Source: an optimization exercise on an open RTL-to-GDS flow (aim: small area and a short achievable clock period). Production flows keep margins and buffers that such runs may drop.
No run shown here included a check of the RTL's function; only the layout flow was run.
Power figures rest on the tool's default switching activity, not on a simulated workload.

==> flow/design.v (outline; a module is shown in full before it is edited, if it fits) <==
// module mul_fa: 10 lines
// module mul_ha: 9 lines
// module mul_bx: 7 lines
// module mul_bs: 9 lines
// module mul_bsn: 9 lines
// module mul32: 4199 lines
module mul32 (
   input  logic        clk,
   input  logic        rst,
   input  logic        is_signed,
   input  logic [31:0] src,
   input  logic [31:0] sink,
   output logic [63:0] dest
);
  // ...
==> flow/run.sh <==
#!/bin/bash
# synth_recipe.tcl (not shown) runs the flow's synth.tcl, then flattens the netlist and writes it again
# the make line also repeats each setting of config.mk as NAME=value (left out here)
make -C /OpenROAD-flow-scripts/flow DESIGN_CONFIG=/design/flow/config.mk WORK_HOME=/design/flow/orfs CLKGATE_MAP_FILE= SYNTH_SCRIPT=/design/flow/synth_recipe.tcl finish
==> flow/config.mk <==
export PLATFORM = sky130hd
export DESIGN_NAME = mul32
export DESIGN_NICKNAME = mul32
export VERILOG_FILES = /design/flow/design.v
export SDC_FILE = /design/flow/constraint.sdc
export NUM_CORES = 4
export LEC_CHECK = 0
export CAP_MARGIN = 20
export CORE_MARGIN = 2
export CORE_UTILIZATION = 40
export SETUP_SLACK_MARGIN = 4.0
export SLEW_MARGIN = 20
export SYNTH_HIERARCHICAL = 1
export SYNTH_MINIMUM_KEEP_SIZE = 0
==> flow/constraint.sdc <==
create_clock -name core_clock -period 6.5 [get_ports {clk}]
set_input_delay 1.3000 -clock core_clock [delete_from_list [all_inputs] [get_ports {clk}]]
set_output_delay 1.3000 -clock core_clock [all_outputs]
set_load 0.01 [all_outputs]
==> impl_metrics.csv, run 1 <==
group,metric,value,unit
power,power_density,473,nW/µm²
clock_tree,cts_resized,579,
power,maxPowerGroup,"combinational logic",
layout,reg_top3,"r2_cs: 226 flops, r3_cs: 124 flops, r_dest: 64 flops",
critical_path,endpoint_kind,"register",
die,dieArea,89500,µm²
synth,synth-edff-count,0,
power,combinationalPower,0.0132,W
synth,avgSynthCellArea,11.9,µm²
clock_tree,path_clk_slew,0.06,ns
global_routing,grt_pass1_vias,28600,
placement,routabilityCongestion,0.929,
synth,synth_seq_cells,499,
synth,syn-num-nets,3604,
synth,yosys.area_share.adder,31.6,%
critical_path,slowest_stage,"fa_2",
layout,final_cells,4543,
layout,seq_share,22.3,%
critical_path,ff2ff_setup_slack,3.69,ns
critical_path,worstSetupStartpointType,"register",
timing,max_slew_margin,57.8,%
critical_path,crit_path_frequent_cell,"fa_2",
hold_path,hold_class,"reg2reg",
critical_path,path_max_fanout,15,
synth,yosys.cell_count.top_type,"xor2_1",
global_routing,grt_max_degree,61,
global_routing,use_met1,35.3,%
die,initial_core_util,40.3,%
synth,synth-warning-count,7,
synth,synth_top_family_by_area,"adder cells",
global_routing,grt_use_total,27.5,%
layout,finalNetCount,4006,
power,p_clk,0.00340,W
placement,place.port_buffers,130,
clock_tree,clkLatencyLatePin,0.65,ns
drt,first_pass_iters,5,
power,p_sw,0.00964,W
status,outcome,"complete, no violations",
global_routing,antenna_found_initial,6,
timing,setup_tns,0,ns
critical_path,setup.worst_path.start,"r_neg[5]",
==> run 2: changes to the inputs <==
--- a/flow/config.mk
+++ b/flow/config.mk
@@ -8,7 +8,7 @@
 export CAP_MARGIN = 20
 export CORE_MARGIN = 2
 export CORE_UTILIZATION = 40
-export SETUP_SLACK_MARGIN = 4.0
+export SETUP_SLACK_MARGIN = 3.6
 export SLEW_MARGIN = 20
 export SYNTH_HIERARCHICAL = 1
 export SYNTH_MINIMUM_KEEP_SIZE = 0
==> run 2 against run 1 <==
Against the previous run: combinational power fell by 13%; critical path depth increased by 5; sequential power down 4%; total power shrank 10%; via count is 6.7% lower; global-route usage is 2.9 points lower; critical endpoint is now r_dest[51]; largest cell class unchanged.
==> impl_metrics.csv, run 2 <==
group,metric,value,unit
placement,dp_hpwl,77300,µm
layout,regMostFlops,"r2_cs",
layout,largest_reg_flops,226,
global_routing,grt_first_pass_wirelength,167000,µm
critical_path,crit_path_frequent_cell,"buf_4",
synth,syn-num-nets,3604,
synth,ys_types,76,
status,outcome,"complete, no violations",
clock_tree,root_buffer,"clkbuf_16",
drt,drc,0,
clock_tree,cts_num_sinks,499,
layout,layout_common_cells,"549 x xor2_1, 528 x a22o_1, 467 x fa_1, 457 x dfxtp_1, 127 x clkdlybuf4s50_1",
hold_path,hold_class,"reg2reg",
critical_path,endpoint_kind,"register",
timing,setup_tns,0,ns
global_routing,grt_max_degree,43,
critical_path,crit_chain,"ha_1 -> a21o_1 -> a22oi_2 -> o21a_2 -> nor4_4 -> buf_4 -> buf_4 -> o211a_1 -> or4_4 -> and3_1 -> nor3_1",
global_routing,antenna_found_initial,5,
synth,synth_seq_cells,499,
drt,viasPerCell,5.82,
synth,synthesis.instances,2936,
clock_tree,htreeDepth,2,
drt,vias,25600,
clock_tree,cts_tree,"yes",
timing,setup_viol,0,
critical_path,cp.required,7.06,ns
power,power_density,481,nW/µm²
synth,synth_top_area_share,28.7,%
clock_tree,path_clk_slew,0.06,ns
critical_path,path_class,"reg2reg",
die,fp.coreArea,86500,µm²
timing,period_share,44.7,%
synth,synth_common_cells,"549 x xor2_1, 528 x a22o_1, 499 x dfxtp_1",
synth,synth-edff-count,0,
placement,place.port_buffers,130,
critical_path,worstSetupStartpointType,"register",
timing,worstMarginPinSlew,0.958,ns
layout,final_common_cell,"xor2_1",
die,ios,131,
synth,yosys.area.top_type,"dfxtp_1",
die,dieArea,89500,µm²
timing,skew,0.0264,ns
run,drv_cap,0,
die,die_h,299,µm
timing,final-hold-violation-count,0,
global_routing,overflow,0,
synth,yosys-top-cells-area,"dfxtp_1 29%, fa_1 27%, xor2_1 14%",
timing,period_minus_slack,2.91,ns
layout,reg_top3,"r2_cs: 226 flops, r3_cs: 124 flops, r_dest: 64 flops",
clock_tree,clkLatencyLatePin,0.65,ns
timing,fmaxAchievable,344,MHz
synth,yosysSeqAreaShare,28.7,%
layout,synthToLayoutAreaGrowth,17.1,%
critical_path,critPathArrivalTime,3.46,ns
synth,yosys.cell_count.top_type,"xor2_1",
timing,rsz0062_at_grt,"yes",
clock_tree,cts_buffers,55,
layout,finalNetCount,3869,
layout,drive_gt1_share,9.56,%
clock_tree,cts.path.max_buffers,3,
die,initial_core_util,40.3,%
power,leakagePower,17.4,nW
synth,avgSynthCellArea,11.9,µm²
synth,netlist_area,34800,µm²
synth,synth-warning-count,7,
drt,ant_nets,0,
global_routing,grt_pass1_vias,26000,
critical_path,path_buf_inv,2,
die,rows,108,
critical_path,path_delay_family,"simple AND/OR/NAND/NOR gates",
clock_tree,ctsHoldBuffers,0,
drt,wl_per_cell,25.6,µm
placement,routabilityCongestion,0.896,
critical_path,slowest_stage,"or4_4",
timing,max_slew_margin,36.2,%
synth,synthFlopType,"dfxtp_1",
power,peakVddDrop,246,µV
synth,synthArstFlopShare,0,%
drt,first_pass_iters,5,
power,power,0.0196,W
timing,report.final.slew_viol_count,0,
die,die_w,299,µm
critical_path,path_max_fanout,5,
drt,routed_wl,113000,µm
global_routing,grt_use_total,24.6,%
critical_path,critical-path-max-stage-delay,0.57,ns
drt,drt_iter0_drc,2490,
==> run 2: cell counts after synthesis <==
Identical to the previous run, type by type.
==> run 2: logic make-up (layout without fill, tap and decap cells) <==
group / Yosys count / after routing / share of synthesized area (%)
flip-flops: 499 / 499 / 28.7
buffers and inverters: 115 / 421 / 1.41
multiplexers: 4 / 4 / 0.115
AND/OR/NAND/NOR: 348 / 348 / 5.21
other: 0 / 4 / 0
AO/OA/AOI/OAI: 796 / 796 / 18.5
adder cells (fa/ha/maj): 601 / 601 / 31.6
XOR/XNOR: 573 / 573 / 14.4
==> run 2: Yosys stat by module, one instance, submodules excluded <==
| module | copies in the design | area (µm²) | flops+latches |
|---|---|---|---|
| mul_bs | 528 | 8.76 | 0 |
| mul_bsn | 16 | 12.5 | 0 |
| mul_bx | 528 | 8.76 | 0 |
| mul_ha | 43 | 12.5 | 0 |
| mul_fa | 467 | 20.0 | 0 |
| mul32 | 1 | 15500 | 499 |
==> run 2: layout make-up <==
cell class | count | area, µm²
Multi-Input combinational cell | 2322 | 24500
Clock buffer | 72 | 1490
Timing Repair Buffer | 251 | 2670
Clock inverter | 26 | 294
Tap cell | 1155 | 1450
Fill cell | 8037 | 45700
Sequential cell | 499 | 10100
Inverter | 72 | 270
Antenna cell | 4 | 10.0
==> run 2: through the flow <==
step / std cells / hold WS (ns) / utilization (%) / worst slack [ns] / area [µm²]
6_report: 4401 / 0.325 / 47.2 / 3.59 / 40800
5_1_grt: 4397 / 0.327 / 47.2 / 3.52 / 40800
4_1_cts: 4355 / 0.323 / 46.5 / 3.57 / 40200
3_5_place_dp: 4225 / 0.312 / 43.7 / 3.15 / 37800
3_3_place_gp: 4225 / 0.313 / 43.7 / 3.09 / 37800
2_1_floorplan: 2936 / 0.310 / - / 3.56 / 34900
==> run 2: power breakdown <==
group	switching (W)	internal, W
logic	0.00664	0.00484
registers	0.000672	0.00438
clock network	0.00134	0.00175
==> run 2: layer usage <==
layer | up-vias | wire length, µm | global-route usage, %
li1 | 11100 | - | -
met3 | 341 | 11300 | 6.83
met5 | - | 30 | 0
met1 | 12800 | 48800 | 34.1
met4 | 4 | 5070 | 10.5
met2 | 1403 | 47300 | 36.0
==> run 2: timing repair <==
item | 4_1_cts | 5_1_grt
pin swaps | 4 | 9
gates resized for setup | 30 | 50
setup endpoints to repair | 175 | 95
buffers inserted | 32 | 42
hold endpoints to repair | 0 | 0
==> run 2: path summary, 6_finish.rpt <==
kind	from	depth (start not counted)	slack, ns	endpoint
min	r2_cs[0]	0	0.32	r3_cs[0]
max reg2reg	r3_cs[8]	11	3.59	r_dest[51]
min reg2reg	r2_cs[0]	0	0.32	r3_cs[0]
max	r3_cs[8]	11	3.59	r_dest[51]
==> run 3: changes to the inputs <==
--- a/flow/config.mk
+++ b/flow/config.mk
@@ -7,7 +7,8 @@
 export LEC_CHECK = 0
 export CAP_MARGIN = 20
 export CORE_MARGIN = 2
-export CORE_UTILIZATION = 40
+export CORE_UTILIZATION = 65
+export PLACE_DENSITY = 0.75
 export SETUP_SLACK_MARGIN = 3.6
 export SLEW_MARGIN = 20
 export SYNTH_HIERARCHICAL = 1
==> run 3 against run 2 <==
Against the previous run: first-iteration DRC count rose by 52%; still clean on timing, DRC and antenna; routed wire length rose by 2.2%; clock-buffer cell count fell by 4; clock skew barely moved; hold slack improved by 0.0019 ns; clock power rose by 4%.
==> impl_metrics.csv, run 3 <==
group,metric,value,unit
layout,finalNetCount,3879,
timing,hold_ws,0.327,ns
clock_tree,cts_num_sinks,499,
synth,synth-warning-count,7,
die,dieArea,55500,µm²
placement,dp_cells,3766,
drt,first_pass_iters,7,
global_routing,grt_use_total,40.8,%
critical_path,critPathArrivalTime,3.48,ns
critical_path,r2r.worst_path.cells,6,
clock_tree,cts_tree,"yes",
synth,netlist_area,34800,µm²
layout,largest_reg_flops,226,
die,rows,84,
critical_path,r2r-start,"r_a[16]",
timing,rsz0062_at_grt,"yes",
synth,yosysSeqAreaShare,28.7,%
die,initial_core_util,66.0,%
power,power_density,512,nW/µm²
drt,viasPerCell,7.00,
layout,layout_common_cells,"548 x xor2_1, 528 x a22o_1, 468 x dfxtp_1, 467 x fa_1, 130 x clkdlybuf4s50_1",
timing,skew,0.0262,ns
timing,report.final.slew_viol_count,0,
clock_tree,cts.path.max_buffers,3,
hold_path,hold_class,"reg2reg",
critical_path,crit_path_frequent_cell,"fa_1",
layout,synthToLayoutAreaGrowth,15.8,%
timing,setup_tns,0,ns
placement,routabilityCongestion,0.940,
global_routing,grt_first_pass_wirelength,171000,µm
timing,fmaxAchievable,336,MHz
clock_tree,cts_buffers,52,
critical_path,critical-path-max-stage-delay,0.66,ns
global_routing,overflow,0,
placement,place_area,37300,µm²
clock_tree,path_clk_slew,0.06,ns
timing,final-hold-violation-count,0,
synth,syn-num-nets,3604,
synth,ys_types,76,
critical_path,path_class,"reg2reg",
critical_path,ff2ff_setup_slack,3.52,ns
run,drv_cap,0,
layout,final_common_cell,"xor2_1",
layout,stdcell_area,40400,µm²
hold_path,hold_start,"r2_cs[1]",
hold_path,hold_path_depth,0,
layout,drive_gt1_share,9.77,%
drt,routed_wl,115000,µm
clock_tree,root_buffer,"clkbuf_16",
drt,ant_nets,0,
drt,wl_per_cell,29.2,µm
drt,drt_iter0_drc,3781,
synth,synthFlopType,"dfxtp_1",
timing,max_slew_margin,32.8,%
global_routing,grt_max_degree,36,
synth,yosys.area.top_type,"dfxtp_1",
status,outcome,"complete, no violations",
critical_path,slowest_stage,"fa_1",
global_routing,antenna_found_initial,11,
synth,synth_common_cells,"549 x xor2_1, 528 x a22o_1, 499 x dfxtp_1",
die,die_h,236,µm
synth,yosys-top-cells-area,"dfxtp_1 29%, fa_1 27%, xor2_1 14%",
timing,setup_viol,0,
clock_tree,clkLatencyLatePin,0.63,ns
drt,vias,27600,
critical_path,path_max_fanout,17,
clock_tree,htreeDepth,2,
die,fp.coreArea,52800,µm²
power,leakagePower,17.5,nW
clock_tree,ctsHoldBuffers,0,
critical_path,endpoint_kind,"register",
synth,synthesis.instances,2936,
power,peakVddDrop,468,µV
critical_path,r2r-end,"r2_cs[34]",
timing,period_minus_slack,2.98,ns
global_routing,grt_pass1_vias,28400,
die,die_w,236,µm
layout,final_cells,3944,
synth,synth-edff-count,0,
synth,synth_top_area_share,28.7,%
critical_path,crit_chain,"buf_4 -> xor2_1 -> a22o_1 -> fa_1 -> fa_1 -> fa_1",
layout,reg_top3,"r2_cs: 226 flops, r3_cs: 124 flops, r_dest: 64 flops",
placement,dp_hpwl,73900,µm
synth,synthArstFlopShare,0,%
hold_path,holdPathEnd,"r3_cs[1]",
die,ios,131,
synth,avgSynthCellArea,11.9,µm²
timing,period_share,45.8,%
synth,synth_seq_cells,499,
critical_path,worstSetupStartpointType,"register",
critical_path,cp.required,7.00,ns
layout,regMostFlops,"r2_cs",
timing,worstMarginPinSlew,1.01,ns
synth,yosys.cell_count.top_type,"xor2_1",
drt,drc,0,
placement,place.port_buffers,130,
==> run 3: logic make-up (layout without fill, tap and decap cells) <==
family | Yosys count | count (layout) | share of synthesized area (%)
multiplexers | 4 | 4 | 0.115
AO/OA/AOI/OAI | 796 | 796 | 18.5
AND/OR/NAND/NOR | 348 | 348 | 5.21
other | 0 | 2 | 0
adder cells (fa/ha/maj) | 601 | 601 | 31.6
XOR/XNOR | 573 | 573 | 14.4
flip-flops | 499 | 499 | 28.7
buffers and inverters | 115 | 433 | 1.41
==> run 3: per-module statistics from Yosys (local to each module, per instance) <==
module	cells inside	flip-flops and latches	times used
mul32	1354	499	1
mul_fa	1	0	467
mul_bsn	1	0	16
mul_ha	1	0	43
mul_bs	1	0	528
mul_bx	1	0	528
==> run 3: worst max-delay path by stage <==
| stage | startpoint | depth (start not counted) | slack [ns] | endpoint |
|---|---|---|---|---|
| finish | r_a[16] | 6 | 3.52 | r2_cs[34] |
| global route | r3_cs[68] | 9 | 3.53 | r_dest[63] |
| global placement | rst | 6 | 3.07 | r_dest[57] |
| detailed placement | rst | 6 | 3.01 | r_dest[57] |
| CTS | r_neg[4] | 6 | 3.60 | r2_cs[31] |
| floorplan | r_neg[9] | 5 | 3.56 | r2_cs[191] |
==> run 3: report_power, final <==
group / internal (W) / switching, W
Clock: 0.00187 / 0.00134
Sequential: 0.00439 / 0.000649
Combinational: 0.00509 / 0.00733
Total: 0.0113 / 0.00932
==> run 3: area by class of cell <==
cell class,count,area (µm²)
diodes,2,5.00
clock buffers,68,1480
clock inverters,29,367
fillers,3390,12400
inverters,72,270
multi-input cells,2322,24500
flip-flops and latches,499,10100
well taps,688,861
repair buffers,264,2790
==> run 3: per-stage QoR <==
| step | util (%) | setup WS [ns] | power [W] |
|---|---|---|---|
| 6_report | 76.5 | 3.52 | 0.0207 |
| 3_5_place_dp | 70.6 | 3.01 | 0.0164 |
| 4_1_cts | 75.2 | 3.60 | 0.0199 |
| 3_3_place_gp | 70.6 | 3.07 | 0.0159 |
| 5_1_grt | 76.5 | 3.53 | 0.0217 |
| 2_1_floorplan | - | 3.56 | 0.0120 |
==> run 3: metal layers <==
metal | share of wire, % | routed length, µm | GRT usage [%]
met1 | 37 | 42300 | 51.3
met4 | 6.4 | 7350 | 21.6
met5 | 0.20 | 235 | 0.866
met3 | 14 | 16500 | 16.9
met2 | 42 | 48600 | 60.2
==> run 3: worst max-delay path, delay by kind of cell (launching register included) <==
family,cells,cell delay (ns)
AOI/OAI and AO/OA,1,0.27
adders and majority gates,3,1.67
xor gates and xnor gates,1,0.20
buffers and inverters,1,0.42
DFF,1,0.31
==> run 3: repair_timing <==
action	CTS	global route
cloned	0	0
gates resized for setup	15	54
setup endpoints to repair	167	102
buffers inserted	31	48
pin swaps	2	5

==> separate check: timing with driven ports <==
How much do the figures lean on ideal ports? The routed layouts below were timed once more, with nothing changed but the port constraints.
Step 1: set_driving_cell puts a clkbuf_16 on clk and a buf_2 on each other input, an assumption about the parent block.
Step 2 adds t to the input delays and takes it off the output delays; t is the mean of the earliest and latest rising clock arrival at the registers after step 1. Input paths then give back, and output paths get back, about the clock's delay inside the block.
Three values: ideal, step 1, step 2; two values: the first two.
run	shift t [ns]	setup WS [ns]	hold slack, ns	clock arrival spread, ns
run 1	0.706	3.692 / 3.692 / 3.356	0.324 / 0.324 / 0.324	0.024 / 0.024
run 2	0.704	3.593 / 3.593 / 3.247	0.325 / 0.325 / 0.325	0.027 / 0.027
run 3	0.682	3.520 / 3.520 / 3.210	0.327 / 0.327 / 0.327	0.031 / 0.031
After both steps every run listed still meets setup and hold. For run 2, which loses most, drivers alone change the setup slack by 0.000 ns; drivers and shift together by -0.346 ns.
